Context: an optimization exercise on an open-source flow, tuned for small area. The choices shown serve that exercise and are no tape-out recipe. In this exercise RTL edits were held to simulation tests only and were not proved equivalent to the original. No activity file was given, so power comes from the tool's default toggle rates.

<file path="design/flow/config.mk">
export PLATFORM = sky130hd
export DESIGN_NAME = lpddr5_device_responder
export DESIGN_NICKNAME = lpddr5_device_responder
export VERILOG_FILES = /design/flow/design.v
export SDC_FILE = /design/flow/constraint.sdc
export NUM_CORES = 4
export LEC_CHECK = 0
export ABC_CLOCK_PERIOD_IN_PS = 100000
export CAP_MARGIN = 5
export CORE_MARGIN = 2
export CORE_UTILIZATION = 60
export CTS_BUF_LIST = sky130_fd_sc_hd__clkbuf_8
export CTS_CLUSTER_DIAMETER = 50
export CTS_CLUSTER_SIZE = 16
export SLEW_MARGIN = 5
export SYNTH_HIERARCHICAL = 1
</file>
<file path="design/flow/constraint.sdc">
create_clock -name core_clock -period 5.0 [get_ports {clk}]
set_input_delay 1.0000 -clock core_clock [delete_from_list [all_inputs] [get_ports {clk}]]
set_output_delay 1.0000 -clock core_clock [all_outputs]
set_load 0.01 [all_outputs]
</file>
<file path="design/flow/design.v">
package lpddr5_params;
  localparam int BANK_NUMBER                      = 16;
  localparam int ROW_PER_BANK_GROUP_ADDRESS_WIDTH = 16;
  localparam int COL_WIDTH                        = 6;
  localparam int DATA_WIDTH                       = 32;
  localparam int T_RCD  = 4;
  localparam int T_RP   = 4;
  localparam int T_RAS  = 10;
  localparam int T_RC   = 14;
  localparam int T_WR   = 4;
  localparam int T_RFC  = 20;
  localparam int T_REFI = 100;
  localparam int T_CL   = 4;
  localparam int CNT_W     = 5;
  localparam int REF_AGE_W = 8;
  typedef enum logic [2:0] {
    NOP = 3'd0,
    ACT = 3'd1,
    RD  = 3'd2,
    WR  = 3'd3,
    PRE = 3'd4,
    REF = 3'd5
  } lpddr5_cmd_e;
  typedef enum logic [2:0] {
    ERR_NONE = 3'd0,
    ERR_ACT  = 3'd1,
    ERR_RD   = 3'd2,
    ERR_WR   = 3'd3,
    ERR_PRE  = 3'd4,
    ERR_REF  = 3'd5,
    ERR_BUSY = 3'd6
  } lpddr5_err_e;
endpackage
import lpddr5_params::*;
module lpddr5_bank_timer (
  input  logic       clk,
  input  logic       rst,
  input  logic       sel,     
  input  logic       act,     
  input  logic       pre,     
  input  logic       wr,      
  output logic [3:0] s,
  output logic       idle     
);
  logic f;
  assign idle = (s == 4'b0000);
  assign f = s[0] ? (s[3] | s[2]) : (!s[3] && s[2]);
  always_ff @(posedge clk) begin
    if (rst) s <= 4'b0000;
    else begin
      s[3] <= s[2] | (sel & wr);
      s[2] <= s[1] | (sel & wr);
      s[1] <= s[0] & !(sel & wr);
      s[0] <= (f & !(sel & pre)) | (sel & (act | wr));
    end
  end
endmodule
module lpddr5_mux16 (
  input  logic [15:0] sel,
  input  logic [15:0] d,
  output logic        y
);
  logic [5:0] n;
  logic [1:0] h;
  for (genvar g = 0; g < 5; g++) begin : g_aoi
    lpddr5_aoi222 u_aoi (.a1(sel[3*g]), .a2(d[3*g]), .b1(sel[3*g+1]), .b2(d[3*g+1]),
                         .c1(sel[3*g+2]), .c2(d[3*g+2]), .y(n[g]));
  end
  lpddr5_nand2 u_n2  (.a(sel[15]), .b(d[15]), .y(n[5]));
  lpddr5_nand3 u_n3a (.a(n[0]), .b(n[1]), .c(n[2]), .y(h[0]));
  lpddr5_nand3 u_n3b (.a(n[3]), .b(n[4]), .c(n[5]), .y(h[1]));
  lpddr5_or2   u_or  (.a(h[0]), .b(h[1]), .y(y));
endmodule
module lpddr5_aoi222 (
  input  logic a1, a2, b1, b2, c1, c2,
  output logic y
);
  assign y = !((a1 && a2) || (b1 && b2) || (c1 && c2));
endmodule
module lpddr5_nand2 (
  input  logic a, b,
  output logic y
);
  assign y = !(a && b);
endmodule
module lpddr5_nand3 (
  input  logic a, b, c,
  output logic y
);
  assign y = !(a && b && c);
endmodule
module lpddr5_or2 (
  input  logic a, b,
  output logic y
);
  assign y = a || b;
endmodule
module lpddr5_and2 (
  input  logic a, b,
  output logic y
);
  assign y = a && b;
endmodule
import lpddr5_params::*;
module lpddr5_device_responder #(
  parameter int BANKS = BANK_NUMBER,
  parameter int ROW_W = ROW_PER_BANK_GROUP_ADDRESS_WIDTH,
  parameter int COL_W = COL_WIDTH,
  parameter int DW    = DATA_WIDTH,
  localparam int BW   = $clog2(BANKS)
) (
  input  logic             clk,
  input  logic             rst,
  input  logic             cmd_valid,
  input  logic [2:0]       cmd,
  input  logic [BW-1:0]    cmd_bank,
  input  logic [ROW_W-1:0] cmd_row,
  input  logic [COL_W-1:0] cmd_col,
  output logic             rd_valid,
  output logic [DW-1:0]    rd_data,
  output logic             err_valid,
  output logic [2:0]       err_code,
  output logic             ref_overdue
);
  logic [3:0]       st [BANKS];
  logic [BANKS-1:0] sel, idle, row_en;
  logic [ROW_W-1:0] open_row [BANKS];
  logic [3:0] m;
  logic       m_act_ok, m_rw_ok, m_pre_ok, m_pre_eff, m_wr_load;
  for (genvar i = 0; i < 4; i++) begin : g_mmux
    logic [BANKS-1:0] col;
    for (genvar b = 0; b < BANKS; b++) begin : g_c
      assign col[b] = st[b][i];
    end
    lpddr5_mux16 u_mux (.sel(sel), .d(col), .y(m[i]));
  end
  assign m_act_ok  = (m == 4'b0000);
  assign m_pre_eff = (m == 4'b1111);
  assign m_pre_ok  = m_act_ok || m_pre_eff || m == 4'b1000 || m == 4'b1100 || m == 4'b1110;
  assign m_wr_load = m_pre_eff || m == 4'b0111 || m == 4'b1011 || m == 4'b1101 || m == 4'b0110;
  assign m_rw_ok   = m_wr_load || m == 4'b0011 || m == 4'b1001;
  logic [2:0] op;
  logic [2:0] err;
  logic       busy, go, all_idle;
  logic       act_go, rd_go, wr_go, pre_go, ref_go;
  assign op       = cmd;
  assign all_idle = &idle;
  always_comb begin
    err = ERR_NONE;
    if (cmd_valid) begin
      case (op)
        ACT:     if (!m_act_ok) err = ERR_ACT;
        RD:      if (!m_rw_ok)  err = ERR_RD;
        WR:      if (!m_rw_ok)  err = ERR_WR;
        PRE:     if (!m_pre_ok) err = ERR_PRE;
        REF:     if (!all_idle) err = ERR_REF;
        default: err = ERR_NONE;
      endcase
      if (busy && op != NOP && op != 3'd6 && op != 3'd7) err = ERR_BUSY;
    end
  end
  assign go     = cmd_valid && !busy;
  assign act_go = go && (op == ACT) && m_act_ok;
  assign rd_go  = go && (op == RD)  && m_rw_ok;
  assign wr_go  = go && (op == WR)  && m_wr_load;
  assign pre_go = go && (op == PRE) && m_pre_eff;
  assign ref_go = go && (op == REF) && all_idle;
  for (genvar b = 0; b < BANKS; b++) begin : g_bank
    assign sel[b]  = (cmd_bank == BW'(b));
    lpddr5_bank_timer u_bank (
      .clk (clk),
      .rst (rst),
      .sel (sel[b]),
      .act (act_go),
      .pre (pre_go),
      .wr  (wr_go),
      .s   (st[b]),
      .idle(idle[b])
    );
    lpddr5_and2 u_en (.a(act_go), .b(sel[b]), .y(row_en[b]));
    always_ff @(posedge clk) begin
      if (row_en[b]) open_row[b] <= cmd_row;
    end
  end
  logic [T_CL-1:0]          pipe_v;
  logic [BW+COL_W-1:0]      pipe_d [T_CL];
  always_ff @(posedge clk) begin
    if (rst) pipe_v <= '0;
    else     pipe_v <= {pipe_v[T_CL-2:0], rd_go};
  end
  always_ff @(posedge clk) begin
    pipe_d[0] <= {cmd_bank, cmd_col};
    for (int i = 1; i < T_CL; i++) pipe_d[i] <= pipe_d[i-1];
  end
  logic [BW-1:0] out_bank;
  assign out_bank = pipe_d[T_CL-1][BW+COL_W-1:COL_W];
  assign rd_valid = pipe_v[T_CL-1];
  logic [BANKS-1:0] out_sel;
  logic [ROW_W-1:0] out_row;
  for (genvar b = 0; b < BANKS; b++) begin : g_osel
    assign out_sel[b] = (out_bank == BW'(b));
  end
  for (genvar i = 0; i < ROW_W; i++) begin : g_rmux
    logic [BANKS-1:0] col;
    for (genvar b = 0; b < BANKS; b++) begin : g_c
      assign col[b] = open_row[b][i];
    end
    lpddr5_mux16 u_mux (.sel(out_sel), .d(col), .y(out_row[i]));
  end
  assign rd_data  = DW'({out_row, pipe_d[T_CL-1]});
  logic [2:0] err_q;
  always_ff @(posedge clk) begin
    if (rst) err_q <= ERR_NONE;
    else     err_q <= err;
  end
  assign err_valid = (err_q != ERR_NONE);
  assign err_code  = err_q;
  logic [6:0] rf;
  logic       rf_fb, rfc_on;
  assign rf_fb = (rf[6] ^ rf[5]) & (rf[0] | rf[2] | rf[3] | rf[4] | rf[5]);
  always_ff @(posedge clk) begin
    if (rst || ref_go) rf <= 7'b1100100;
    else               rf <= {rf[5:0], rf_fb};
  end
  always_ff @(posedge clk) begin
    if (rst)                           rfc_on <= 1'b0;
    else if (ref_go)                   rfc_on <= 1'b1;
    else if (rf[1] && rf[4] && rf[6])  rfc_on <= 1'b0;
  end
  assign busy        = rfc_on;
  assign ref_overdue = !(rf[0] || rf[1] || rf[2] || rf[3] || rf[6]);
endmodule
</file>
<file path="design/flow/flow/run.sh">
#!/bin/bash
# Own layout flow: the standard ORFS flow (standard.sh), with two changes:
#  - input/output ports are buffered with buf_1 instead of the delay buffer
#    buffer_ports picks by default;
#  - clock tree synthesis inserts no dummy loads.
# Everything else (synthesis, floorplan, power grid, taps, placement, routing)
# is the standard flow. Each tool's output goes to the logs under orfs/logs;
# the whole run's output is kept in flow_run.log.
set -euo pipefail
export BUFFER_PORTS_ARGS="-buffer_cell sky130_fd_sc_hd__buf_1"
export CTS_ARGS="-sink_clustering_enable -repair_clock_nets -dont_use_dummy_load -buf_list sky130_fd_sc_hd__clkbuf_4 -sink_clustering_size 10 -sink_clustering_max_diameter 45"
bash standard.sh finish > flow_run.log 2>&1
</file>
<file path="design/flow/standard.sh">
#!/bin/bash
# synth_recipe.tcl (not shown) runs the flow's synth.tcl, then flattens the netlist and writes it again
# the make line also repeats each setting of config.mk as NAME=value (left out here)
make -C /OpenROAD-flow-scripts/flow DESIGN_CONFIG=/design/flow/config.mk WORK_HOME=/design/flow/orfs CLKGATE_MAP_FILE= SYNTH_SCRIPT=/design/flow/synth_recipe.tcl "${@:-finish}"
</file>
==> results of run 1 <==
logic make-up (layout without fill, tap and decap cells):
logic type	Yosys count	after routing
DFF	375	375
and+or+nand+nor	224	224
AOI/OAI and AO/OA	211	211
buffers and inverters	25	156
muxes	16	16
other	1	7
per-module statistics from Yosys (local to each module, per instance), excerpt:
module	area, sq um	flip-flops and latches	cells inside	copies in the design
lpddr5_nand3	5.005	0	1	40
lpddr5_device_responder	9392	311	416	1
lpddr5_or2	6.256	0	1	20
lpddr5_and2	6.256	0	1	16
lpddr5_aoi222	10.01	0	1	100
lpddr5_nand2	3.754	0	1	20
lpddr5_bank_timer	143.9	4	15	16
how the worst max path moves through the flow:
stage	to	slack (ns)	cells past startpoint
2_1_floorplan	open_row[0][0]	0.30	8
3_3_place_gp	open_row[2][9]	0.64	11
3_5_place_dp	open_row[2][10]	0.54	11
4_1_cts	rd_data[12]	0.62	6
5_1_grt	rd_data[19]	0.43	6
6_report	rd_data[12]	0.71	6
final cells by class:
class,count,area share
Sequential cell,375,0.7000
Multi-Input combinational cell,457,0.2154
Timing Repair Buffer,92,0.03166
Tap cell,280,0.02435
Clock buffer,45,0.02348
Inverter,19,0.004958
Antenna cell,1,0.0001740
cell usage in the layout, fill, tap and decap left out, types with 2 or more instances in the layout:
cell type,Yosys,layout
mux2i_1,16,16
a21o_1,16,16
o21ai_1,16,16
and2_1,19,19
nor4_2,0,2
nor4_1,21,18
nor4_4,1,2
buf_1,0,62
inv_1,19,19
nand2_1,28,28
a211oi_1,18,17
nand2b_1,12,12
nor3_1,15,9
nor3_2,0,6
nor2_1,53,53
dfxtp_1,119,119
nand3_1,40,40
o21a_1,3,3
nand4_1,4,4
a21oi_1,34,34
or3_1,3,3
conb_1,1,6
a222oi_1,100,100
or2_1,20,20
buf_4,6,29
o22ai_1,17,17
edfxtp_1,256,256
nor2b_1,5,5
clkbuf_4,0,45
power breakdown:
part	internal (mW)	switching [mW]	leakage [nW]	total [mW]
registers	3.33	0.0142	3.28	3.35
clock network	0.415	0.871	0.207	1.29
logic	0.0633	0.164	1.22	0.227
per-stage QoR:
step                worst slack [ns]  cells    util  hold WS [ns]  power [mW]
global route                  0.4338   1269  0.6633        0.3418       5.061
detailed placement            0.5440   1223  0.6476        0.3121       3.646
finish                        0.7086   1269  0.6633        0.3337       4.860
CTS                           0.6243   1268  0.6631        0.3283       4.905
floorplan                     0.3007    857       -        0.3096       3.517
global placement              0.6443   1223  0.6476        0.3095       3.635
worst max-delay path, delay by kind of cell, from the launching register on:
family / cells / cell delay (ns)
and+or+nand+nor: 4 / 1.50
DFF: 1 / 0.59
AOI/OAI and AO/OA: 1 / 0.39
buffers and inverters: 1 / 0.15
state kept, by name, summed over array words and instances, names as in the netlist:
register	flops
pipe_d	40
err_q	3
rfc_on	1
open_row	256
pipe_v	4
rf	7
g_bank.u_bank.s	64
synthesized netlist by cell type, types with 3 or more instances:
cell      instances  area, sq um
edfxtp_1        256         7687
dfxtp_1         119         2382
a222oi_1        100         1001
nor2_1           53        198.9
nand3_1          40        200.2
a21oi_1          34        170.2
nand2_1          28        105.1
nor4_1           21        131.4
or2_1            20        125.1
and2_1           19        118.9
inv_1            19        71.32
a211oi_1         18        135.1
o22ai_1          17        106.4
a21o_1           16        120.1
mux2i_1          16        160.2
o21ai_1          16        80.08
nor3_1           15        75.07
nand2b_1         12        75.07
buf_4             6        45.04
nor2b_1           5        31.28
nand4_1           4        25.02
o21a_1            3        22.52
or3_1             3        18.77
metal layers:
metal | share of wire | routed length, um | vias up
met4 | 0.026 | 803 | 0
li1 | - | - | 3777
met3 | 0.086 | 2686 | 58
met2 | 0.50 | 15630 | 411
met5 | 0 | 0 | -
met1 | 0.39 | 12110 | 4123
==> results_dict.tcl, run 1 <==
set metrics [dict create \
    ctsHoldBuffers 0 \
    r2r-end "open_row[2][7]" \
    grt_pass1_wl_mm 48.11 \
    min-delay-start "pipe_d[1][1]" \
    viasPerCell 6.595 \
    critPathLaunchType "register" \
    finalSetupViolCount 0 \
    core_area_sq_um 21690 \
    nets 1022 \
    antenna_found_initial 1 \
    drt_iter0_markers 1212 \
    wl_mm 31.23 \
    grt_overflow 0 \
    reg2regPathDepth 8 \
    post_cts_resized 0 \
    area_growth_pct 9.017 \
    ys_seq_area_frac 0.7631 \
    worst_slew_pin_slew_ns 1.327 \
    synth-seq-cells 375 \
    fmax_mhz 233.0 \
    cts_tree "done" \
    yosys_most_used_dff "edfxtp_1" \
    critical_path.max_fanout 16 \
    final-seq-area_sq_um 10070 \
    drv_slew 0 \
    synth_mux_area_frac 0.01214 \
    min_to "pipe_d[2][1]" \
    die-area_sq_um 23190 \
    synthCells 852 \
    multi_input_area_sq_um 3098 \
    stdcell_area_sq_um 14390 \
    slew_headroom 0.1087 \
    yosys.area_share.adder 0 \
    cts-htree-levels 2 \
    worst-setup-path-type "register to primary output" \
    post_cts_buffers 0 \
    setup.worst_path.end_class "primary output" \
    drc_errors 0 \
    grt.met2_usage 0.4560 \
    worstPathRequired_ns 4.00 \
    p_leak_nw 4.702 \
    slowest_stage "nor2_1" \
    rsz0062_at_grt "false" \
    outcome "finished clean" \
    vdd_drop_max_mv 0.2482 \
    layout-drive-gt1-share 0.08907 \
    finClkSkew_ns 0.04534 \
    ff2ff_setup_slack_ns 1.91 \
    synth-edff-count 256 \
    cts.sinks 375 \
    synth_xor_area_frac 0 \
    gr-usage-met3 0.05262 \
    path_clk_slew_ns 0.10 \
    globalRouteTotalUtil 0.2716 \
    cts_made_buffers 45 \
    ys_async_sr_fraction 0 \
    first_global_vias 8270 \
    min_period_ns 4.291 \
    max-cap-violations 0 \
    clkLatencyLatePin_ns 0.66 \
    hold_viol 0 \
    placed_cell_area_sq_um 14040 \
    netlist_area_sq_um 13200 \
    yosys.area_share.simple 0.08724 \
    ys_warn_count 13 \
    critPathLaunch "pipe_d[3][7]" \
    n_fill_cell 1591 \
    start_util 0.6084 \
    busiest_layer "met2" \
    synth_area_per_cell_sq_um 15.49 \
    power-per-cell-area_nw_per_um2 337.9 \
    r2r-start "g_bank[3].u_bank.s[0]" \
    ios 70 \
    whs_path_depth 0 \
    clockBufferDepth 3 \
    min_period_over_period 0.8583 \
    place_congestion 0.8596 \
    arrival_ns 3.29 \
    ys_types 35 \
    hp-class "register to register" \
    portBuffers 63 \
    synth_top_family_by_area "compound AO/OA/AOI/OAI gates" \
    dp_hpwl_mm 20.71 \
    chipWidth_um 152.3 \
    rows 54 \
    use_met1 0.3624 \
    grt_max_degree 88 \
    cts_root_buf "clkbuf_4" \
    path_cells "nand2b_1, nor2_1, a222oi_1, nand3_1, or2_1, buf_1" \
    tns_ns 0 \
    routedWlPerCell_um 24.61 \
    cp_slowest_stage_delay_ns 0.90 \
    synth_compound_area_frac 0.1284 \
    vias 8369 \
    drtPass1Iterations 7 \
    die_h_um 152.3 \
    antenna_left 0 \
]
==> inputs of run 2 (changes only) <==
--- a/design/flow/design.v
+++ b/design/flow/design.v
@@ -197,8 +197,13 @@
   assign rd_valid = pipe_v[T_CL-1];
   logic [BANKS-1:0] out_sel;
   logic [ROW_W-1:0] out_row;
+  logic [3:0] out_lo, out_hi;
+  for (genvar i = 0; i < 4; i++) begin : g_opre
+    assign out_lo[i] = (out_bank[1:0] == 2'(i));
+    assign out_hi[i] = (out_bank[3:2] == 2'(i));
+  end
   for (genvar b = 0; b < BANKS; b++) begin : g_osel
-    assign out_sel[b] = (out_bank == BW'(b));
+    lpddr5_and2 u_osel (.a(out_hi[b/4]), .b(out_lo[b%4]), .y(out_sel[b]));
   end
   for (genvar i = 0; i < ROW_W; i++) begin : g_rmux
     logic [BANKS-1:0] col;
==> results_dict.tcl, run 2 <==
set metrics [dict create \
    drv_slew 0 \
    setup.worst_path.end_class "primary output" \
    cts-htree-levels 2 \
    dp_hpwl_mm 19.74 \
    grt_max_degree 93 \
    first_global_vias 8133 \
    place_congestion 0.8504 \
    cts_root_buf "clkbuf_4" \
    finClkSkew_ns 0.03628 \
    synth_top_area_cell "edfxtp_1" \
    regMostFlops "open_row" \
    core_area_sq_um 21760 \
    hp-class "register to register" \
    portBuffers 63 \
    worstPathRequired_ns 4.00 \
    antenna_left 0 \
    cts_made_buffers 44 \
    wl_met2_mm 15.51 \
    synth-edff-count 256 \
    worst_slew_pin_slew_ns 1.212 \
    yosys-top-cells-count "edfxtp_1, dfxtp_1, a222oi_1" \
    hold_viol 0 \
    antenna_found_initial 1 \
    min_period_over_period 0.8112 \
    largest_reg_flops 256 \
    die-area_sq_um 23340 \
    clockBufferDepth 3 \
    wl_met3_mm 2.515 \
    chipWidth_um 152.8 \
    final_common_cell "edfxtp_1" \
    yosys_most_used_dff "edfxtp_1" \
    start_util 0.6104 \
    layout-drive-gt1-share 0.07988 \
    ys_seq_area_frac 0.7582 \
    power-per-cell-area_nw_per_um2 337.1 \
    synth_top_area_frac 0.5789 \
    p_leak_nw 4.691 \
    final_cell_mix "edfxtp_1, dfxtp_1, a222oi_1, buf_1, nor2_1" \
    critPathLaunch "pipe_d[3][6]" \
    vias 8363 \
    ys_async_sr_fraction 0 \
    clkLatencyLatePin_ns 0.67 \
    ctsHoldBuffers 0 \
    r2r-end "open_row[3][2]" \
    vdd_drop_max_mv 0.1820 \
    max-cap-violations 0 \
    grt_overflow 0 \
    area_growth_pct 8.291 \
    globalRouteTotalUtil 0.2614 \
    ys_types 41 \
    viasPerCell 6.585 \
    arrival_ns 3.06 \
    ff2ff_setup_slack_ns 2.02 \
    rsz0062_at_grt "false" \
    die_h_um 152.8 \
    highest_layer "met4" \
    reg_top3 "open_row: 256 flops, g_bank.u_bank.s: 64 flops, pipe_d: 40 flops" \
    critPathCapture "rd_data[24]" \
    critical_path.max_fanout 16 \
    synth_area_per_cell_sq_um 15.41 \
    yosysMostFrequentCell "edfxtp_1" \
    m1WireLength_mm 11.86 \
    ys_warn_count 13 \
    rows 54 \
    fmax_mhz 246.5 \
    post_cts_resized 0 \
    synthCells 862 \
    nets 1023 \
    grt_pass1_wl_mm 46.61 \
    finalSetupViolCount 0 \
    drtPass1Iterations 5 \
    tns_ns 0 \
    worst-setup-path-type "register to primary output" \
    wl_mm 30.66 \
    r2r-start "g_bank[3].u_bank.s[3]" \
    slew_headroom 0.1856 \
    netlist_area_sq_um 13280 \
    whs_path_depth 0 \
    routedWlPerCell_um 24.14 \
    drt_iter0_markers 1274 \
    synth-seq-cells 375 \
    drc_errors 0 \
    reg2regPathDepth 9 \
    outcome "finished clean" \
    cts.sinks 375 \
    min_period_ns 4.056 \
    synthTopCellsByArea "edfxtp_1, dfxtp_1, a222oi_1" \
    critPathLaunchType "register" \
    path_clk_slew_ns 0.09 \
    ios 70 \
    post_cts_buffers 0 \
    whs_ns 0.3261 \
    cts_tree "done" \
]
run 2: cell count changes in the layout (fill, tap and decap cells not counted), moves of 3 or more:
cell      delta
a21oi_1      +3
and2_1      +15
buf_4        -5
nand2b_1     -7
nor2_1       -7
nor2b_1      +3
nor3_2       -5
nor3b_1      +4
o21a_1       -3
run 2: cells by family (layout without fill, tap and decap cells):
group           count (synthesis)  count (layout)  share of synthesized area
compound gates                209             209                     0.1256
xor+xnor                        1               1                  0.0006596
buf+inv                        27             149                   0.009986
flops                         375             375                     0.7582
mux                            16              16                    0.01206
other cells                     1               7                  0.0002824
simple gates                  233             233                    0.09318
run 2: power by group:
group / internal (mW) / total [mW] / switching [mW]
clock network: 0.406 / 1.28 / 0.872
registers: 3.33 / 3.34 / 0.0116
logic: 0.0640 / 0.225 / 0.161
run 2: cell type report:
type                    instances  area (sq um)
repair buffers                 88         437.9
well taps                     280         350.3
flip-flops and latches        375         10070
inverters                      17         63.81
fillers                      1585          7375
multi-input cells             465          3127
clock buffers                  44         330.3
diodes                          1         2.502
run 2: worst min path at each step:
stage | start | to | slack [ns]
after floorplan | pipe_d[0][0] | pipe_d[1][0] | 0.31
after global placement | pipe_d[2][0] | pipe_d[3][0] | 0.31
after detailed placement | pipe_d[2][7] | pipe_d[3][7] | 0.31
after CTS | pipe_d[2][8] | pipe_d[3][8] | 0.33
after global routing | pipe_d[2][8] | pipe_d[3][8] | 0.32
final | pipe_d[2][8] | pipe_d[3][8] | 0.33
run 2: stage by stage:
stage / area (sq um) / power [mW] / cells / worst slack (ns) / utilization
2_1_floorplan: 13320 / 3.522 / 867 / 0.1559 / -
3_3_place_gp: 14050 / 3.634 / 1225 / 0.4946 / 0.6457
3_5_place_dp: 14050 / 3.643 / 1225 / 0.5388 / 0.6457
4_1_cts: 14380 / 4.891 / 1269 / 0.8874 / 0.6609
5_1_grt: 14380 / 5.030 / 1270 / 0.7625 / 0.6610
6_report: 14380 / 4.848 / 1270 / 0.9439 / 0.6610
run 2: per-module statistics from Yosys, one instance, submodules excluded, a selection:
module / cells / flops+latches
lpddr5_device_responder: 410 / 311
lpddr5_aoi222: 1 / 0
lpddr5_and2: 1 / 0
lpddr5_nand2: 1 / 0
lpddr5_bank_timer: 15 / 4
lpddr5_nand3: 1 / 0
lpddr5_or2: 1 / 0
run 2: worst max-delay path, cell delays in order, from the launching register on:
cell      delay, ns
dfxtp_1        0.37
and2_1         0.22
and2_1         0.38
a222oi_1       0.72
nand3_1        0.29
or2_1          0.29
buf_1          0.13
run 2: metal layers:
metal,up-vias,global-route usage
met3,55,0.04323
met1,4130,0.3479
met4,0,0.08730
met2,385,0.4435
li1,3793,-
met5,-,0
==> inputs of run 3 (changes only) <==
--- a/design/flow/config.mk
+++ b/design/flow/config.mk
@@ -8,7 +8,7 @@
 export ABC_CLOCK_PERIOD_IN_PS = 100000
 export CAP_MARGIN = 5
 export CORE_MARGIN = 2
-export CORE_UTILIZATION = 60
+export CORE_UTILIZATION = 70
 export CTS_BUF_LIST = sky130_fd_sc_hd__clkbuf_8
 export CTS_CLUSTER_DIAMETER = 50
 export CTS_CLUSTER_SIZE = 16
==> results_dict.tcl, run 3 <==
set metrics [dict create \
    outcome "finished clean" \
    yosys-top-cells-count "edfxtp_1, dfxtp_1, a222oi_1" \
    chipWidth_um 141.7 \
    n_fill_cell 1183 \
    p_comb_frac 0.048 \
    rows 50 \
    yosysMostFrequentCell "edfxtp_1" \
    largest_reg_flops 256 \
    die_h_um 141.7 \
    arrival_ns 3.06 \
    finClkSkew_ns 0.03278 \
    reg2regPathDepth 9 \
    globalRouteTotalUtil 0.3197 \
    finalSetupViolCount 0 \
    final_cell_mix "edfxtp_1, dfxtp_1, a222oi_1, buf_1, nor2_1" \
    synth_top_area_frac 0.5789 \
    drt_iter0_markers 1613 \
    seq_power_share 0.691 \
    place_congestion 0.9759 \
    layout-drive-gt1-share 0.08174 \
    ios 70 \
    viasPerCell 7.082 \
    wl_mm 31.57 \
    worst-setup-path-type "register to primary output" \
    antenna_left 0 \
    vias 8690 \
    dp_cells 1182 \
    path_clk_slew_ns 0.09 \
    hp-class "register to register" \
    r2r-start "g_bank[0].u_bank.s[0]" \
    worst_slew_pin_slew_ns 1.125 \
    cp_top_family "simple AND/OR/NAND/NOR gates" \
    path_cells "nor2b_1, and2_1, a222oi_1, nand3_1, or2_1, buf_1" \
    drv_slew 0 \
    cts_made_buffers 43 \
    r2r-end "open_row[5][14]" \
    antenna_found_initial 3 \
    ys_seq_area_frac 0.7582 \
    drc_errors 0 \
    setup.worst_path.end_class "primary output" \
    portBuffers 63 \
    slowest_stage "a222oi_1" \
    area_growth_pct 7.990 \
    nets 1025 \
    grt_pass1_wl_mm 48.00 \
    grt_overflow 0 \
    fin_cells 1227 \
    synth-seq-cells 375 \
    synth-edff-count 256 \
    start_util 0.7123 \
    routedWlPerCell_um 25.73 \
    intPower_mw 3.796 \
    synthCells 862 \
    vdd_drop_max_mv 0.2590 \
    core_area_sq_um 18640 \
    power-per-cell-area_nw_per_um2 337.9 \
    reg_top3 "open_row: 256 flops, g_bank.u_bank.s: 64 flops, pipe_d: 40 flops" \
    drtPass1Iterations 8 \
    clockBufferDepth 3 \
    grt_max_degree 93 \
    ctsHoldBuffers 0 \
    synthTopCellsByArea "edfxtp_1, dfxtp_1, a222oi_1" \
    hold_viol 0 \
    whs_path_depth 0 \
    worstPathRequired_ns 4.00 \
    post_cts_buffers 0 \
    cts.sinks 375 \
    min-delay-start "pipe_d[0][3]" \
    ys_async_sr_fraction 0 \
    final_common_cell "edfxtp_1" \
    critPathLaunchType "register" \
    first_global_vias 8380 \
    dp_hpwl_mm 20.91 \
    cts_tree "done" \
    ys_warn_count 13 \
    cp.buffers_inverters 1 \
    critical_path.max_fanout 16 \
    slew_headroom 0.2443 \
    ff2ff_setup_slack_ns 1.92 \
    max-cap-violations 0 \
    min_period_ns 4.063 \
    synth_area_per_cell_sq_um 15.41 \
    min_period_over_period 0.8126 \
    whs_ns 0.3336 \
    netlist_area_sq_um 13280 \
    tns_ns 0 \
    p_sw_frac 0.2165 \
    cp_slowest_stage_delay_ns 0.70 \
    clkLatencyLatePin_ns 0.67 \
    min_to "pipe_d[1][3]" \
    die-area_sq_um 20090 \
    fmax_mhz 246.1 \
    post_cts_resized 0 \
    regMostFlops "open_row" \
    cts-htree-levels 2 \
    p_leak_nw 4.703 \
    yosys_most_used_dff "edfxtp_1" \
    synth_top_area_cell "edfxtp_1" \
    net-switching-power_mw 1.049 \
    rsz0062_at_grt "false" \
    cts_root_buf "clkbuf_4" \
    clkPwrFrac 0.261 \
    ys_types 41 \
]
==> run 3: cell counts after synthesis <==
Identical to the previous run, type by type.
==> run 3: per-layer routing <==
| layer | part of all wire | global-route usage | vias up |
|---|---|---|---|
| li1 | - | - | 3789 |
| met1 | 0.38 | 0.4416 | 4245 |
| met2 | 0.48 | 0.5130 | 572 |
| met3 | 0.10 | 0.06277 | 84 |
| met4 | 0.038 | 0.1232 | 0 |
| met5 | 0 | 0 | - |
==> run 3: worst max path at each step <==
| stage | startpoint | endpoint | slack [ns] | depth (start not counted) |
|---|---|---|---|---|
| after floorplan | cmd_bank[1] | g_bank[0].u_bank.s[0] | 0.16 | 9 |
| after global placement | cmd_bank[1] | g_bank[4].u_bank.s[0] | 0.64 | 12 |
| after detailed placement | cmd_bank[1] | g_bank[11].u_bank.s[0] | 0.57 | 12 |
| after CTS | pipe_d[3][9] | rd_data[18] | 1.0 | 6 |
| after global routing | pipe_d[3][9] | rd_data[18] | 0.87 | 6 |
| final | pipe_d[3][9] | rd_data[18] | 0.94 | 6 |
==> run 3: modules after synthesis (local to each module, per instance), a selection <==
| module | cells | flip-flops and latches | cell area, sq um | times used |
|---|---|---|---|---|
| lpddr5_device_responder | 410 | 311 | 9376 | 1 |
| lpddr5_bank_timer | 15 | 4 | 143.9 | 16 |
| lpddr5_aoi222 | 1 | 0 | 10.01 | 100 |
| lpddr5_and2 | 1 | 0 | 6.256 | 32 |
| lpddr5_or2 | 1 | 0 | 6.256 | 20 |
| lpddr5_nand3 | 1 | 0 | 5.005 | 40 |
| lpddr5_nand2 | 1 | 0 | 3.754 | 20 |
==> run 3: cell families after synthesis <==
group	after synthesis	share of synthesized area
buffers and inverters	27	0.009986
multiplexers	16	0.01206
XOR/XNOR	1	0.0006596
other	1	0.0002824
flip-flops	375	0.7582
AO/OA/AOI/OAI	209	0.1256
AND/OR/NAND/NOR	233	0.09318
==> run 3: area by class of cell <==
cell class,instances,area (sq um),area share
Sequential cell,375,10070,0.7021
Multi-Input combinational cell,465,3127,0.2180
Timing Repair Buffer,91,460.4,0.03211
Clock buffer,43,322.8,0.02251
Tap cell,234,292.8,0.02042
Inverter,17,63.81,0.004449
Antenna cell,2,5.005,0.0003490
==> run 3: through the flow <==
stage / worst slack [ns] / total power, mW / area [sq um] / utilization
after CTS: 0.9965 / 4.872 / 14340 / 0.7690
final: 0.9372 / 4.845 / 14340 / 0.7693
after global routing: 0.8731 / 5.013 / 14340 / 0.7691
after global placement: 0.6360 / 3.636 / 14010 / 0.7517
after detailed placement: 0.5651 / 3.647 / 14010 / 0.7517
after floorplan: 0.1559 / 3.522 / 13320 / -
==> run 3: power by group through the flow <==
stage | combinational [mW] | sequential, mW | clock (mW)
final | 0.233 | 3.35 | 1.27
after global routing | 0.249 | 3.35 | 1.41
after CTS | 0.231 | 3.35 | 1.30
after detailed placement | 0.230 | 3.42 | 0
after global placement | 0.222 | 3.41 | 0
after floorplan | 0.108 | 3.41 | 0
==> inputs of run 4 (changes only) <==
==> design/flow/flow/run.sh (replaced) <==
#!/bin/bash
# Own layout flow: the standard ORFS flow (standard.sh), with two changes:
#  - input/output ports are buffered with buf_1 instead of the delay buffer
#    buffer_ports picks by default;
#  - clock tree synthesis inserts no dummy loads;
#  - timing-driven global placement does not keep the buffers its trial
#    repairs insert (the later repair steps still fix slew, load and timing).
# Everything else (synthesis, floorplan, power grid, taps, placement, routing)
# is the standard flow. Each tool's output goes to the logs under orfs/logs;
# the whole run's output is kept in flow_run.log.
set -euo pipefail
export BUFFER_PORTS_ARGS="-buffer_cell sky130_fd_sc_hd__buf_1"
export CTS_ARGS="-sink_clustering_enable -repair_clock_nets -dont_use_dummy_load -buf_list sky130_fd_sc_hd__clkbuf_4 -sink_clustering_size 10 -sink_clustering_max_diameter 45"
export GPL_KEEP_OVERFLOW=0
bash standard.sh finish > flow_run.log 2>&1
--- a/design/flow/config.mk
+++ b/design/flow/config.mk
@@ -8,7 +8,7 @@
 export ABC_CLOCK_PERIOD_IN_PS = 100000
 export CAP_MARGIN = 5
 export CORE_MARGIN = 2
-export CORE_UTILIZATION = 70
+export CORE_UTILIZATION = 60
 export CTS_BUF_LIST = sky130_fd_sc_hd__clkbuf_8
 export CTS_CLUSTER_DIAMETER = 50
 export CTS_CLUSTER_SIZE = 16
==> results_dict.tcl, run 4 <==
set metrics [dict create \
    critPathLaunchType "input pin" \
    final-seq-area_sq_um 10070 \
    ys_async_sr_fraction 0 \
    vias 8450 \
    min-delay-start "pipe_d[2][1]" \
    cp_top_family "simple AND/OR/NAND/NOR gates" \
    final_common_cell "edfxtp_1" \
    drv_slew 0 \
    ios 70 \
    path_clk_slew_ns 0.10 \
    netlist_area_sq_um 13280 \
    cts_tree "done" \
    rsz0062_at_grt "false" \
    yosys-top-cells-count "edfxtp_1, dfxtp_1, a222oi_1" \
    synth_area_per_cell_sq_um 15.41 \
    power-per-cell-area_nw_per_um2 341.7 \
    clockBufferDepth 3 \
    dp_worst_setup_slack_ns -0.2802 \
    cts_root_buf "clkbuf_4" \
    placed_cell_area_sq_um 13950 \
    chipWidth_um 152.8 \
    post_cts_resized 0 \
    post_cts_buffers 0 \
    dp_hpwl_mm 20.52 \
    cts.sinks 375 \
    setup.worst_path.end_class "register" \
    reg_top3 "open_row: 256 flops, g_bank.u_bank.s: 64 flops, pipe_d: 40 flops" \
    slew_headroom 0.1443 \
    yosys_most_used_dff "edfxtp_1" \
    area_growth_pct 7.575 \
    core_area_sq_um 21760 \
    synth_top_area_cell "edfxtp_1" \
    max-cap-violations 0 \
    worst_slew_pin_slew_ns 1.274 \
    n_fill_cell 1586 \
    fmax_mhz 214.4 \
    min_period_over_period 0.9329 \
    drtPass1Iterations 6 \
    synth-seq-cells 375 \
    grt_pass1_wl_mm 47.51 \
    arrival_ns 4.93 \
    hp-class "register to register" \
    place_congestion 0.8624 \
    r2r-start "g_bank[3].u_bank.s[3]" \
    ys_types 41 \
    nets 1008 \
    ys_seq_area_frac 0.7582 \
    min_period_ns 4.664 \
    regMostFlops "open_row" \
    clkLatencyLatePin_ns 0.67 \
    dp_cells 1209 \
    ctsHoldBuffers 0 \
    first_global_vias 8168 \
    vdd_drop_max_mv 0.2403 \
    outcome "finished clean" \
    worstPathRequired_ns 5.26 \
    worst-setup-path-type "input pin to register" \
    final_cell_mix "edfxtp_1, dfxtp_1, a222oi_1, buf_1, nor2_1" \
    routedWlPerCell_um 25.13 \
    globalRouteTotalUtil 0.2668 \
    finClkSkew_ns 0.04270 \
    hold_viol 0 \
    stdcell_area_sq_um 14290 \
    grt_max_degree 59 \
    cp.buffers_inverters 2 \
    portBuffers 63 \
    multi_input_area_sq_um 3133 \
    yosysMostFrequentCell "edfxtp_1" \
    drt_iter0_markers 1114 \
    synth-edff-count 256 \
    drc_errors 0 \
    slowest_stage "and2_1" \
    p_leak_nw 4.613 \
    critPathLaunch "cmd_bank[0]" \
    die-area_sq_um 23340 \
    grt_overflow 0 \
    antenna_found_initial 1 \
    start_util 0.6104 \
    layout-drive-gt1-share 0.06674 \
    cp_slowest_stage_delay_ns 0.72 \
    cts-htree-levels 2 \
    viasPerCell 6.733 \
    path_cells "buf_1, nand2b_1, nor3_1, a222oi_1, nand3_1, or2_1, nor4_1, nand2_1, nor3_2, buf_4, and2_1" \
    synthTopCellsByArea "edfxtp_1, dfxtp_1, a222oi_1" \
    layout_setup_ws_ns 0.3356 \
    synthCells 862 \
    rows 54 \
    finalSetupViolCount 0 \
    ys_warn_count 13 \
    critical_path.max_fanout 16 \
    largest_reg_flops 256 \
    fin_cells 1255 \
    antenna_left 0 \
    die_h_um 152.8 \
    cts_made_buffers 45 \
    synth_top_area_frac 0.5789 \
    wl_mm 31.54 \
]
## run 4: changes by cell type in the layout (fill, tap and decap cells not counted), sizes merged
cell	delta
diode	-1
buf	-18
clkbuf	+1
## run 4: worst paths after layout
path              slack [ns]  cells past startpoint             end
setup reg to reg        1.15                      8  open_row[6][9]
setup / recovery        0.34                     11  open_row[6][9]
hold / removal          0.32                      0    pipe_d[3][1]
hold reg to reg         0.32                      0    pipe_d[3][1]
## run 4: final cells by class
| class | count | area share |
|---|---|---|
| tap | 280 | 0.02452 |
| multi-input combinational | 465 | 0.2193 |
| sequential | 375 | 0.7049 |
| clock buffer | 45 | 0.02365 |
| timing repair buffer | 72 | 0.02303 |
| inverter | 17 | 0.004467 |
| antenna | 1 | 0.0001752 |
## run 4: modules after synthesis (local to each module, per instance), a selection
module,cells inside,times used,area [sq um]
lpddr5_nand3,1,40,5.005
lpddr5_bank_timer,15,16,143.9
lpddr5_and2,1,32,6.256
lpddr5_aoi222,1,100,10.01
lpddr5_or2,1,20,6.256
lpddr5_nand2,1,20,3.754
lpddr5_device_responder,410,1,9376
## run 4: where the power goes
group | internal (mW) | leakage (nW) | switching [mW]
registers | 3.33 | 3.28 | 0.0128
clock network | 0.416 | 0.207 | 0.891
logic | 0.0639 | 1.13 | 0.165
## run 4: cell families after synthesis
logic type / share of synthesized area
multiplexers: 0.01206
AND/OR/NAND/NOR: 0.09318
flip-flops: 0.7582
XOR/XNOR: 0.0006596
other: 0.0002824
AO/OA/AOI/OAI: 0.1256
buffers and inverters: 0.009986
## run 4: per-layer routing
layer | wire length, um | up-vias | global-route usage
met4 | 1060 | 0 | 0.09612
li1 | - | 3770 | -
met2 | 15320 | 461 | 0.4346
met5 | 0 | - | 0
met3 | 2714 | 76 | 0.04352
met1 | 12450 | 4143 | 0.3694
## run 4: through the flow
step	power [mW]	utilization	hold WS [ns]	setup TNS (ns)
CTS	4.916	0.6565	0.3231	0
finish	4.881	0.6567	0.3191	0
floorplan	3.522	-	0.3096	0
detailed placement	3.645	0.6410	0.3121	-40.95
global route	5.066	0.6567	0.3268	0
global placement	3.635	0.6360	0.3095	-646.41
## run 4: worst register-to-register path, cell delays in order (launching register included)
cell,delay [ns]
dfxtp_1,0.36
a222oi_1,0.45
nand3_1,0.22
or2_1,0.34
nor4_1,0.29
nand2_1,0.15
nor3_2,0.62
buf_4,0.32
and2_1,0.72
==> inputs of run 5 (changes only) <==
--- a/design/flow/design.v
+++ b/design/flow/design.v
@@ -197,13 +197,8 @@
   assign rd_valid = pipe_v[T_CL-1];
   logic [BANKS-1:0] out_sel;
   logic [ROW_W-1:0] out_row;
-  logic [3:0] out_lo, out_hi;
-  for (genvar i = 0; i < 4; i++) begin : g_opre
-    assign out_lo[i] = (out_bank[1:0] == 2'(i));
-    assign out_hi[i] = (out_bank[3:2] == 2'(i));
-  end
   for (genvar b = 0; b < BANKS; b++) begin : g_osel
-    lpddr5_and2 u_osel (.a(out_hi[b/4]), .b(out_lo[b%4]), .y(out_sel[b]));
+    assign out_sel[b] = (out_bank == BW'(b));
   end
   for (genvar i = 0; i < ROW_W; i++) begin : g_rmux
     logic [BANKS-1:0] col;
==> results_dict.tcl, run 5 <==
set metrics [dict create \
    post-route-util 0.6614 \
    stdcell_area_sq_um 14350 \
    highest_layer "met4" \
    synth-edff-count 256 \
    ys_async_sr_fraction 0 \
    hp-class "register to register" \
    start_util 0.6084 \
    post_cts_resized 0 \
    grt_overflow 0 \
    intPower_mw 3.804 \
    rsz0062_at_grt "false" \
    power-per-cell-area_nw_per_um2 338.2 \
    final-seq-area_sq_um 10070 \
    clkPwrFrac 0.263 \
    wl_met2_mm 15.34 \
    path_clk_slew_ns 0.10 \
    routedWlPerCell_um 24.85 \
    min-delay-start "pipe_d[2][4]" \
    critPathLaunch "cmd_bank[1]" \
    worst-setup-path-type "input pin to register" \
    placed_cell_area_sq_um 14000 \
    slew_headroom 0.1585 \
    min_period_ns 4.764 \
    portBuffers 63 \
    cts-htree-levels 2 \
    ios 70 \
    nets 1009 \
    yosys_most_used_dff "edfxtp_1" \
    place_congestion 0.9249 \
    largest_reg_flops 256 \
    n_fill_cell 1511 \
    drv_slew 0 \
    outcome "finished clean" \
    ff2ff_setup_slack_ns 1.06 \
    ys_warn_count 13 \
    min_period_over_period 0.9528 \
    synth_top_area_cell "edfxtp_1" \
    setup.worst_path.end_class "register" \
    netlist_area_sq_um 13200 \
    hold_viol 0 \
    clockBufferDepth 3 \
    core_area_sq_um 21690 \
    critPathCapture "open_row[5][2]" \
    r2r-end "open_row[5][2]" \
    vdd_drop_max_mv 0.1986 \
    grt_max_degree 56 \
    dp_cells 1209 \
    fmax_mhz 209.9 \
    synthTopCellsByArea "edfxtp_1, dfxtp_1, a222oi_1" \
    synth-seq-cells 375 \
    cts_made_buffers 44 \
    yosys-top-cells-count "edfxtp_1, dfxtp_1, a222oi_1" \
    final_cell_mix "edfxtp_1, dfxtp_1, a222oi_1, buf_1, nor2_1" \
    die_h_um 152.3 \
    net-switching-power_mw 1.048 \
    globalRouteTotalUtil 0.2686 \
    wl_met3_mm 2.560 \
    reg2regPathDepth 7 \
    multi_input_area_sq_um 3104 \
    seq_power_share 0.690 \
    vias 8430 \
    area_growth_pct 8.714 \
    yosysMostFrequentCell "edfxtp_1" \
    cts_root_buf "clkbuf_4" \
    whs_ns 0.3293 \
    antenna_found_initial 1 \
    arrival_ns 5.02 \
    cts.sinks 375 \
    p_comb_frac 0.047 \
    drtPass1Iterations 6 \
    finClkSkew_ns 0.05110 \
    critPathLaunchType "input pin" \
    ys_types 35 \
    drc_errors 0 \
    cts_tree "done" \
    die-area_sq_um 23190 \
    synthCells 852 \
    first_global_vias 8249 \
    ctsHoldBuffers 0 \
    post_cts_buffers 0 \
    finalSetupViolCount 0 \
    dp_hpwl_mm 21.44 \
    p_leak_nw 4.646 \
    viasPerCell 6.712 \
    worst_slew_pin_slew_ns 1.253 \
    critical_path.max_fanout 18 \
    max-cap-violations 0 \
    chipWidth_um 152.3 \
    rows 54 \
    grt_pass1_wl_mm 48.24 \
    regMostFlops "open_row" \
    m1WireLength_mm 12.20 \
    wl_mm 31.21 \
    final_common_cell "edfxtp_1" \
    synth_area_per_cell_sq_um 15.49 \
    clkLatencyLatePin_ns 0.66 \
    ys_seq_area_frac 0.7631 \
    antenna_left 0 \
    layout-drive-gt1-share 0.07795 \
    reg_top3 "open_row: 256 flops, g_bank.u_bank.s: 64 flops, pipe_d: 40 flops" \
    drt_iter0_markers 1146 \
    p_sw_frac 0.2160 \
    worstPathRequired_ns 5.25 \
    synth_top_area_frac 0.5826 \
    r2r-start "g_bank[9].u_bank.s[0]" \
    fin_cells 1256 \
]
## run 5: changes by cell type in the layout (fill, tap and decap cells not counted), moves of 3 or more
| cell | before | now |
|---|---|---|
| a21oi_1 | 37 | 34 |
| and2_1 | 34 | 19 |
| buf_8 | 0 | 3 |
| nand2b_1 | 5 | 12 |
| nor2_1 | 46 | 53 |
| nor2b_1 | 8 | 5 |
| nor3_2 | 1 | 6 |
| nor3b_1 | 4 | 0 |
| o21a_1 | 0 | 3 |
## run 5: worst min-delay path by stage
stage / endpoint / slack, ns / cells past startpoint
2_1_floorplan: pipe_d[1][0] / 0.31 / 0
3_3_place_gp: pipe_d[3][4] / 0.31 / 0
3_5_place_dp: pipe_d[1][1] / 0.31 / 0
4_1_cts: pipe_d[3][4] / 0.33 / 0
5_1_grt: pipe_d[1][7] / 0.34 / 0
6_report: pipe_d[3][4] / 0.33 / 0
## run 5: through the flow
stage          setup slack [ns]  TNS (ns)  power [mW]
3_5_place_dp            -0.4386    -75.13       3.647
4_1_cts                  0.2527         0       4.894
6_report                 0.2361         0       4.852
3_3_place_gp             -1.810   -426.11       3.633
5_1_grt                 0.01830         0       5.032
2_1_floorplan            0.3007         0       3.517
## run 5: kinds of logic (layout without fill, tap and decap cells)
kind of cell           Yosys count  count (layout)  synth area share
buffers and inverters           25             143          0.008818
other                            1               7         0.0002842
multiplexers                    16              16           0.01214
AO/OA/AOI/OAI                  211             211            0.1284
flip-flops                     375             375            0.7631
AND/OR/NAND/NOR                224             224           0.08724
## run 5: layout make-up
type | count | share of cell area
flip-flops and latches | 375 | 0.7020
multi-input cells | 457 | 0.2164
repair buffers | 80 | 0.02904
well taps | 280 | 0.02442
clock buffers | 44 | 0.02303
inverters | 19 | 0.004972
diodes | 1 | 0.0001744
## run 5: power groups by stage
stage / Clock, mW / Sequential (mW) / Combinational [mW]
floorplan: 0 / 3.41 / 0.103
global placement: 0 / 3.42 / 0.218
detailed placement: 0 / 3.42 / 0.229
CTS: 1.32 / 3.35 / 0.229
global route: 1.43 / 3.35 / 0.248
finish: 1.27 / 3.35 / 0.230
## run 5: per-module statistics from Yosys (local to each module, per instance), excerpt
module                   flip-flops and latches  times used  cell area (sq um)
lpddr5_and2                                   0          16              6.256
lpddr5_aoi222                                 0         100              10.01
lpddr5_nand3                                  0          40              5.005
lpddr5_bank_timer                             4          16              143.9
lpddr5_or2                                    0          20              6.256
lpddr5_nand2                                  0          20              3.754
lpddr5_device_responder                     311           1               9392
## run 5: metal layers
layer / up-vias / track usage
met5: - / 0
met1: 4147 / 0.3629
li1: 3767 / -
met2: 446 / 0.4444
met4: 0 / 0.1055
met3: 70 / 0.04209
## run 5: worst max-delay path, stage by stage
cell and delay (ns):
buf_1 0.33, nand2b_1 0.24, nor2_1 0.19, a222oi_1 0.41, nand3_1 0.14, or2_1 0.31, or4_4 0.59, nor4_4 0.79
buf_6 0.27, and2_1 0.73
==> inputs of run 6 (changes only) <==
--- a/design/flow/design.v
+++ b/design/flow/design.v
@@ -95,12 +95,6 @@
 );
   assign y = a || b;
 endmodule
-module lpddr5_and2 (
-  input  logic a, b,
-  output logic y
-);
-  assign y = a && b;
-endmodule
 import lpddr5_params::*;
 module lpddr5_device_responder #(
   parameter int BANKS = BANK_NUMBER,
@@ -123,7 +117,7 @@
   output logic             ref_overdue
 );
   logic [3:0]       st [BANKS];
-  logic [BANKS-1:0] sel, idle, row_en;
+  logic [BANKS-1:0] sel, idle;
   logic [ROW_W-1:0] open_row [BANKS];
   logic [3:0] m;
   logic       m_act_ok, m_rw_ok, m_pre_ok, m_pre_eff, m_wr_load;
@@ -177,9 +171,8 @@
       .s   (st[b]),
       .idle(idle[b])
     );
-    lpddr5_and2 u_en (.a(act_go), .b(sel[b]), .y(row_en[b]));
     always_ff @(posedge clk) begin
-      if (row_en[b]) open_row[b] <= cmd_row;
+      if (act_go && sel[b]) open_row[b] <= cmd_row;
     end
   end
   logic [T_CL-1:0]          pipe_v;
==> results_dict.tcl, run 6 <==
set metrics [dict create \
    vdd_drop_max_mv 0.1737 \
    outcome "finished clean" \
    ios 70 \
    synth_top_area_frac 0.5827 \
    critPathLaunchType "input pin" \
    ctsHoldBuffers 0 \
    yosys.area_share.simple 0.08574 \
    intPower_mw 3.813 \
    synth-edff-count 256 \
    ys_warn_count 13 \
    synth-seq-cells 375 \
    drtPass1Iterations 8 \
    finalSetupViolCount 0 \
    synth_area_per_cell_sq_um 15.29 \
    critical_path.max_fanout 10 \
    cp_slowest_stage_delay_ns 0.67 \
    area_growth_pct 9.721 \
    die_h_um 152.3 \
    final_common_cell "edfxtp_1" \
    synthTopCellsByArea "edfxtp_1, dfxtp_1, a222oi_1" \
    ff2ff_setup_slack_ns 1.32 \
    vias 8449 \
    synth_compound_area_frac 0.1283 \
    path_cells "buf_1, nand2_1, nor3_1, a222oi_1, nand3_1, or2_1, or4_1, nor4_4, buf_4, nand2b_1, nor2_2, buf_4" \
    dp_cells 1215 \
    grt_pass1_wl_mm 47.96 \
    fmax_mhz 212.6 \
    arrival_ns 5.02 \
    ys_async_sr_fraction 0 \
    regMostFlops "open_row" \
    slowest_stage "or4_1" \
    min-delay-start "pipe_d[2][3]" \
    final_cell_mix "edfxtp_1, dfxtp_1, a222oi_1, buf_1, nor2_1" \
    viasPerCell 6.679 \
    synth_mux_area_frac 0.01214 \
    reg2regPathDepth 9 \
    cts_tree "done" \
    p_leak_nw 4.645 \
    clkPwrFrac 0.264 \
    ys_seq_area_frac 0.7633 \
    netlist_area_sq_um 13190 \
    setup.worst_path.end_class "register" \
    yosys_most_used_dff "edfxtp_1" \
    r2r-start "g_bank[3].u_bank.s[0]" \
    cts_made_buffers 45 \
    grt_max_degree 60 \
    first_global_vias 8332 \
    path_common_cell "buf_4" \
    rsz0062_at_grt "false" \
    p_comb_frac 0.050 \
    finClkSkew_ns 0.08315 \
    drv_slew 0 \
    rows 54 \
    p_sw_frac 0.2177 \
    ys_types 36 \
    min_to "pipe_d[3][3]" \
    r2r-end "open_row[6][3]" \
    synth_top_area_cell "edfxtp_1" \
    antenna_left 0 \
    net-switching-power_mw 1.061 \
    drt_iter0_markers 1194 \
    drc_errors 0 \
    tns_ns 0 \
    min_period_ns 4.703 \
    globalRouteTotalUtil 0.2702 \
    power-per-cell-area_nw_per_um2 336.7 \
    synth_xor_area_frac 0 \
    portBuffers 63 \
    clkLatencyLatePin_ns 0.67 \
    dp_hpwl_mm 20.60 \
    worstPathRequired_ns 5.32 \
    slew_headroom 0.07290 \
    chipWidth_um 152.3 \
    start_util 0.6083 \
    fin_cells 1265 \
    clockBufferDepth 3 \
    synth_top_family_by_area "compound AO/OA/AOI/OAI gates" \
    yosys.area_share.adder 0 \
    cts-htree-levels 2 \
    nets 1018 \
    yosys-top-cells-count "edfxtp_1, dfxtp_1, a222oi_1" \
    max-cap-violations 0 \
    core_area_sq_um 21690 \
    worst_slew_pin_slew_ns 1.379 \
    whs_ns 0.3257 \
    largest_reg_flops 256 \
    antenna_found_initial 1 \
    cts.sinks 375 \
    grt_overflow 0 \
    routedWlPerCell_um 25.06 \
    p_total_mw 4.874 \
    synthCells 863 \
    place_congestion 0.8499 \
    yosysMostFrequentCell "edfxtp_1" \
    hp-class "register to register" \
    die-area_sq_um 23190 \
    layout-drive-gt1-share 0.09553 \
    whs_path_depth 0 \
    path_clk_slew_ns 0.10 \
    reg_top3 "open_row: 256 flops, g_bank.u_bank.s: 64 flops, pipe_d: 40 flops" \
    worst-setup-path-type "input pin to register" \
    hold_viol 0 \
    cts_root_buf "clkbuf_4" \
    seq_power_share 0.686 \
    min_period_over_period 0.9407 \
    wl_mm 31.70 \
]
-- run 6: final cells by class --
type | count | area (sq um)
Sequential cell | 375 | 10070
Fill cell | 1566 | 7213
Multi-Input combinational cell | 464 | 3184
Timing Repair Buffer | 81 | 459.2
Tap cell | 280 | 350.3
Clock buffer | 45 | 337.8
Inverter | 19 | 71.32
Antenna cell | 1 | 2.502
-- run 6: cells by family after synthesis --
kind of cell,after synthesis
muxes,16
other,1
and+or+nand+nor,230
DFF,375
buffers and inverters,30
AOI/OAI and AO/OA,211
-- run 6: per-stage QoR --
| stage | utilization | setup slack (ns) | area, sq um |
|---|---|---|---|
| floorplan | - | 0.1304 | 13220 |
| global placement | 0.6338 | -1.274 | 13750 |
| detailed placement | 0.6456 | -1.402 | 14000 |
| CTS | 0.6630 | -0.01838 | 14380 |
| global route | 0.6674 | 0.1695 | 14480 |
| finish | 0.6674 | 0.2967 | 14480 |
-- run 6: per-layer routing --
metal  vias up  part of all wire  global-route usage  routed length, um
li1       3792                 -                   -                  -
met1      4201              0.39              0.3596              12520
met2       396              0.49              0.4436              15670
met3        60             0.080             0.05404               2546
met4         0             0.030              0.1077                961
met5         -                 0                   0                  0
-- run 6: critical path: cells and delay by family --
| family | cells | cell delay, ns |
|---|---|---|
| AND/OR/NAND/NOR | 8 | 2.92 |
| AO/OA/AOI/OAI | 1 | 0.45 |
| buffers and inverters | 3 | 0.63 |
-- run 6: worst max path at each step --
stage	start	endpoint	slack, ns	depth (start not counted)
floorplan	cmd_bank[2]	open_row[12][0]	0.13	10
global placement	cmd_bank[0]	open_row[9][15]	-1.27	10
detailed placement	cmd_bank[1]	open_row[8][2]	-1.40	10
CTS	cmd_bank[0]	open_row[10][9]	-0.02	10
global route	cmd_bank[1]	open_row[6][3]	0.17	12
finish	cmd_bank[0]	open_row[6][3]	0.30	12
-- run 6: power by group through the flow --
stage / Sequential [mW] / Clock, mW / Combinational [mW]
6_report: 3.35 / 1.29 / 0.243
5_1_grt: 3.35 / 1.44 / 0.259
4_1_cts: 3.35 / 1.33 / 0.237
3_5_place_dp: 3.42 / 0 / 0.234
3_3_place_gp: 3.41 / 0 / 0.222
2_1_floorplan: 3.41 / 0 / 0.106
-- run 6: per-module statistics from Yosys, one instance, submodules excluded, a selection --
module	area (sq um)	copies in the design
lpddr5_bank_timer	143.9	16
lpddr5_aoi222	10.01	100
lpddr5_device_responder	9489	1
lpddr5_nand3	5.005	40
lpddr5_or2	6.256	20
lpddr5_nand2	3.754	20
-- run 6: repair_timing --
| action | CTS | global route |
|---|---|---|
| pin swaps | 1 | 1 |
| cloned | 1 | 0 |
| gates resized for setup | 11 | 15 |
| setup buffers | 0 | 3 |
| setup endpoints to repair | 224 | 218 |
==> inputs of run 7 (changes only) <==
--- a/design/flow/design.v
+++ b/design/flow/design.v
@@ -95,6 +95,12 @@
 );
   assign y = a || b;
 endmodule
+module lpddr5_and2 (
+  input  logic a, b,
+  output logic y
+);
+  assign y = a && b;
+endmodule
 import lpddr5_params::*;
 module lpddr5_device_responder #(
   parameter int BANKS = BANK_NUMBER,
@@ -117,7 +123,7 @@
   output logic             ref_overdue
 );
   logic [3:0]       st [BANKS];
-  logic [BANKS-1:0] sel, idle;
+  logic [BANKS-1:0] sel, idle, row_en;
   logic [ROW_W-1:0] open_row [BANKS];
   logic [3:0] m;
   logic       m_act_ok, m_rw_ok, m_pre_ok, m_pre_eff, m_wr_load;
@@ -171,8 +177,9 @@
       .s   (st[b]),
       .idle(idle[b])
     );
+    lpddr5_and2 u_en (.a(act_go), .b(sel[b]), .y(row_en[b]));
     always_ff @(posedge clk) begin
-      if (act_go && sel[b]) open_row[b] <= cmd_row;
+      if (row_en[b]) open_row[b] <= cmd_row;
     end
   end
   logic [T_CL-1:0]          pipe_v;
@@ -190,8 +197,13 @@
   assign rd_valid = pipe_v[T_CL-1];
   logic [BANKS-1:0] out_sel;
   logic [ROW_W-1:0] out_row;
+  logic [3:0] out_lo, out_hi;
+  for (genvar i = 0; i < 4; i++) begin : g_opre
+    assign out_lo[i] = (out_bank[1:0] == 2'(i));
+    assign out_hi[i] = (out_bank[3:2] == 2'(i));
+  end
   for (genvar b = 0; b < BANKS; b++) begin : g_osel
-    assign out_sel[b] = (out_bank == BW'(b));
+    lpddr5_and2 u_osel (.a(out_hi[b/4]), .b(out_lo[b%4]), .y(out_sel[b]));
   end
   for (genvar i = 0; i < ROW_W; i++) begin : g_rmux
     logic [BANKS-1:0] col;
--- a/design/flow/flow/run.sh
+++ b/design/flow/flow/run.sh
@@ -10,6 +10,6 @@
 # the whole run's output is kept in flow_run.log.
 set -euo pipefail
 export BUFFER_PORTS_ARGS="-buffer_cell sky130_fd_sc_hd__buf_1"
-export CTS_ARGS="-sink_clustering_enable -repair_clock_nets -dont_use_dummy_load -buf_list sky130_fd_sc_hd__clkbuf_4 -sink_clustering_size 10 -sink_clustering_max_diameter 45"
+export CTS_ARGS="-sink_clustering_enable -repair_clock_nets -dont_use_dummy_load -buf_list sky130_fd_sc_hd__clkbuf_4 -sink_clustering_size 10 -sink_clustering_max_diameter 55"
 export GPL_KEEP_OVERFLOW=0
 bash standard.sh finish > flow_run.log 2>&1
==> results_dict.tcl, run 7 <==
set metrics [dict create \
    outcome "finished clean" \
    ys_types 41 \
    reg_top3 "open_row: 256 flops, g_bank.u_bank.s: 64 flops, pipe_d: 40 flops" \
    cts_root_buf "clkbuf_4" \
    path_cells "buf_1, nand2b_1, nor3_1, a222oi_1, nand3_1, or2_1, nor4_1, nand2_1, nor3_2, buf_4, and2_1" \
    layout_setup_ws_ns 0.3741 \
    netlist_area_sq_um 13280 \
    cp_slowest_stage_delay_ns 0.71 \
    post_cts_resized 0 \
    cts_made_buffers 43 \
    hold_viol 0 \
    drv_slew 0 \
    finClkSkew_ns 0.05437 \
    slew_headroom 0.1511 \
    rows 54 \
    vias 8359 \
    yosys-top-cells-count "edfxtp_1, dfxtp_1, a222oi_1" \
    grt_pass1_wl_mm 47.09 \
    viasPerCell 6.671 \
    slowest_stage "and2_1" \
    ios 70 \
    routedWlPerCell_um 24.93 \
    antenna_left 0 \
    rsz0062_at_grt "false" \
    drt_iter0_markers 1110 \
    synth_top_area_frac 0.5789 \
    yosysMostFrequentCell "edfxtp_1" \
    ys_seq_area_frac 0.7582 \
    dp_hpwl_mm 20.52 \
    hp-class "register to register" \
    grt_overflow 0 \
    setup.worst_path.end_class "register" \
    start_util 0.6104 \
    arrival_ns 4.89 \
    whs_ns 0.3251 \
    core_area_sq_um 21760 \
    synth_area_per_cell_sq_um 15.41 \
    finalSetupViolCount 0 \
    multi_input_area_sq_um 3133 \
    min_period_over_period 0.9252 \
    n_fill_cell 1585 \
    critPathLaunchType "input pin" \
    fmax_mhz 216.2 \
    die_h_um 152.8 \
    synth_top_area_cell "edfxtp_1" \
    worst_slew_pin_slew_ns 1.264 \
    post_cts_buffers 0 \
    place_congestion 0.8624 \
    worst-setup-path-type "input pin to register" \
    synth-seq-cells 375 \
    nets 1006 \
    yosys_most_used_dff "edfxtp_1" \
    portBuffers 63 \
    critical_path.max_fanout 16 \
    final_common_cell "edfxtp_1" \
    grt_max_degree 59 \
    worstPathRequired_ns 5.26 \
    cts.sinks 375 \
    power-per-cell-area_nw_per_um2 339.6 \
    ctsHoldBuffers 0 \
    clockBufferDepth 3 \
    chipWidth_um 152.8 \
    regMostFlops "open_row" \
    area_growth_pct 7.462 \
    clkLatencyLatePin_ns 0.67 \
    synthCells 862 \
    wl_mm 31.24 \
    min_period_ns 4.626 \
    synthTopCellsByArea "edfxtp_1, dfxtp_1, a222oi_1" \
    max-cap-violations 0 \
    drtPass1Iterations 10 \
    fin_cells 1253 \
    globalRouteTotalUtil 0.2648 \
    antenna_found_initial 1 \
    path_clk_slew_ns 0.10 \
    final-seq-area_sq_um 10070 \
    die-area_sq_um 23340 \
    p_leak_nw 4.604 \
    final_cell_mix "edfxtp_1, dfxtp_1, a222oi_1, buf_1, nor2_1" \
    largest_reg_flops 256 \
    cts_tree "done" \
    first_global_vias 8112 \
    cts-htree-levels 2 \
    vdd_drop_max_mv 0.2402 \
    drc_errors 0 \
    layout-drive-gt1-share 0.06481 \
    synth-edff-count 256 \
    ys_async_sr_fraction 0 \
    dp_cells 1209 \
    ys_warn_count 13 \
    dp_worst_setup_slack_ns -0.2802 \
]
==> run 7: changes by cell type after synthesis, moves of 4 or more <==
cell	delta
nor2_1	-28
and2_1	+31
nor3b_1	+4
nor3_1	-5
nand2b_1	-9
==> run 7: Yosys stat by module (local to each module, per instance), a selection <==
| module | area, sq um | times used |
|---|---|---|
| lpddr5_bank_timer | 143.9 | 16 |
| lpddr5_or2 | 6.256 | 20 |
| lpddr5_and2 | 6.256 | 32 |
| lpddr5_aoi222 | 10.01 | 100 |
| lpddr5_nand3 | 5.005 | 40 |
| lpddr5_device_responder | 9376 | 1 |
| lpddr5_nand2 | 3.754 | 20 |
==> run 7: cell families (layout without fill, tap and decap cells) <==
family                 Yosys count  count (layout)  synth area share
flip-flops                     375             375            0.7582
AND/OR/NAND/NOR                233             233           0.09318
AO/OA/AOI/OAI                  209             209            0.1256
buffers and inverters           27             132          0.009986
multiplexers                    16              16           0.01206
other                            1               7         0.0002824
XOR/XNOR                         1               1         0.0006596
==> run 7: layer usage <==
layer,vias up,GRT usage,part of all wire
li1,3762,-,-
met1,4103,0.3630,0.39
met2,419,0.4331,0.49
met3,75,0.04693,0.085
met4,0,0.09392,0.034
met5,-,0,0
==> run 7: worst max-delay path: cells and delay by family <==
| family | cells | cell delay (ns) |
|---|---|---|
| buffers and inverters | 2 | 0.66 |
| and+or+nand+nor | 8 | 2.73 |
| AOI/OAI and AO/OA | 1 | 0.48 |
==> run 7: worst paths after layout <==
kind | from | to | slack [ns] | cells past startpoint
setup / recovery | cmd_bank[0] | open_row[6][0] | 0.37 | 11
hold / removal | pipe_d[2][9] | pipe_d[3][9] | 0.33 | 0
setup reg to reg | g_bank[3].u_bank.s[3] | open_row[6][0] | 1.14 | 8
hold reg to reg | pipe_d[2][9] | pipe_d[3][9] | 0.33 | 0
==> run 7: through the flow <==
stage | TNS (ns) | utilization | cell area (sq um) | power (mW)
finish | 0 | 0.6560 | 14270 | 4.847
global route | 0 | 0.6560 | 14270 | 5.023
CTS | 0 | 0.6559 | 14270 | 4.889
detailed placement | -40.95 | 0.6410 | 13950 | 3.645
global placement | -646.41 | 0.6360 | 13840 | 3.635
floorplan | 0 | - | 13320 | 3.522
==> run 7: area by class of cell <==
type	instances	area share
sequential	375	0.7056
timing repair buffer	72	0.02306
multi-input combinational	465	0.2195
inverter	17	0.004471
clock buffer	43	0.02262
tap	280	0.02455
antenna	1	0.0001753
==> run 7: where the power goes <==
group / internal, mW / switching, mW
logic: 0.0639 / 0.165
clock network: 0.398 / 0.875
registers: 3.33 / 0.0126

## separate check: timing with driven ports
In the flow no input, the clock included, has a driving cell. The finished layouts below were timed again as built, in two steps.
Step 1 assumes that a clkbuf_16 drives the clock port and a buf_2 every other input.
Step 2 moves the port delays by t, midway between the first and last clock arrival at a register: inputs arrive t later, outputs are due t later. That takes back most of the time a late clock gives input paths.
Slacks: ideal ports / drivers / drivers and shift; pairs: ideal ports / drivers.
run	t (ns)	slack for setup (ns)	latest minus earliest clock arrival (ns)	worst data-port slew with drivers (ns)	cell pins on the clock port's net
run 1	0.683	0.709 / 0.665 / 0.496	0.045 / 0.045	0.03	1
run 2	0.696	0.944 / 0.903 / 0.413	0.036 / 0.036	0.03	1
run 3	0.696	0.937 / 0.897 / 0.438	0.033 / 0.033	0.03	1
run 4	0.688	0.336 / 0.355 / -0.333	0.048 / 0.048	0.03	1
run 5	0.677	0.236 / 0.256 / -0.422	0.051 / 0.051	0.04	1
run 6	0.670	0.297 / 0.316 / -0.355	0.083 / 0.083	0.04	1
run 7	0.683	0.374 / 0.390 / -0.293	0.054 / 0.054	0.03	1
Met with ideal ports but missed after step 2: setup timing in run 4, run 5, run 6 and run 7. For run 4, which loses most, drivers alone change the setup slack by +0.019 ns; drivers and shift together by -0.669 ns.
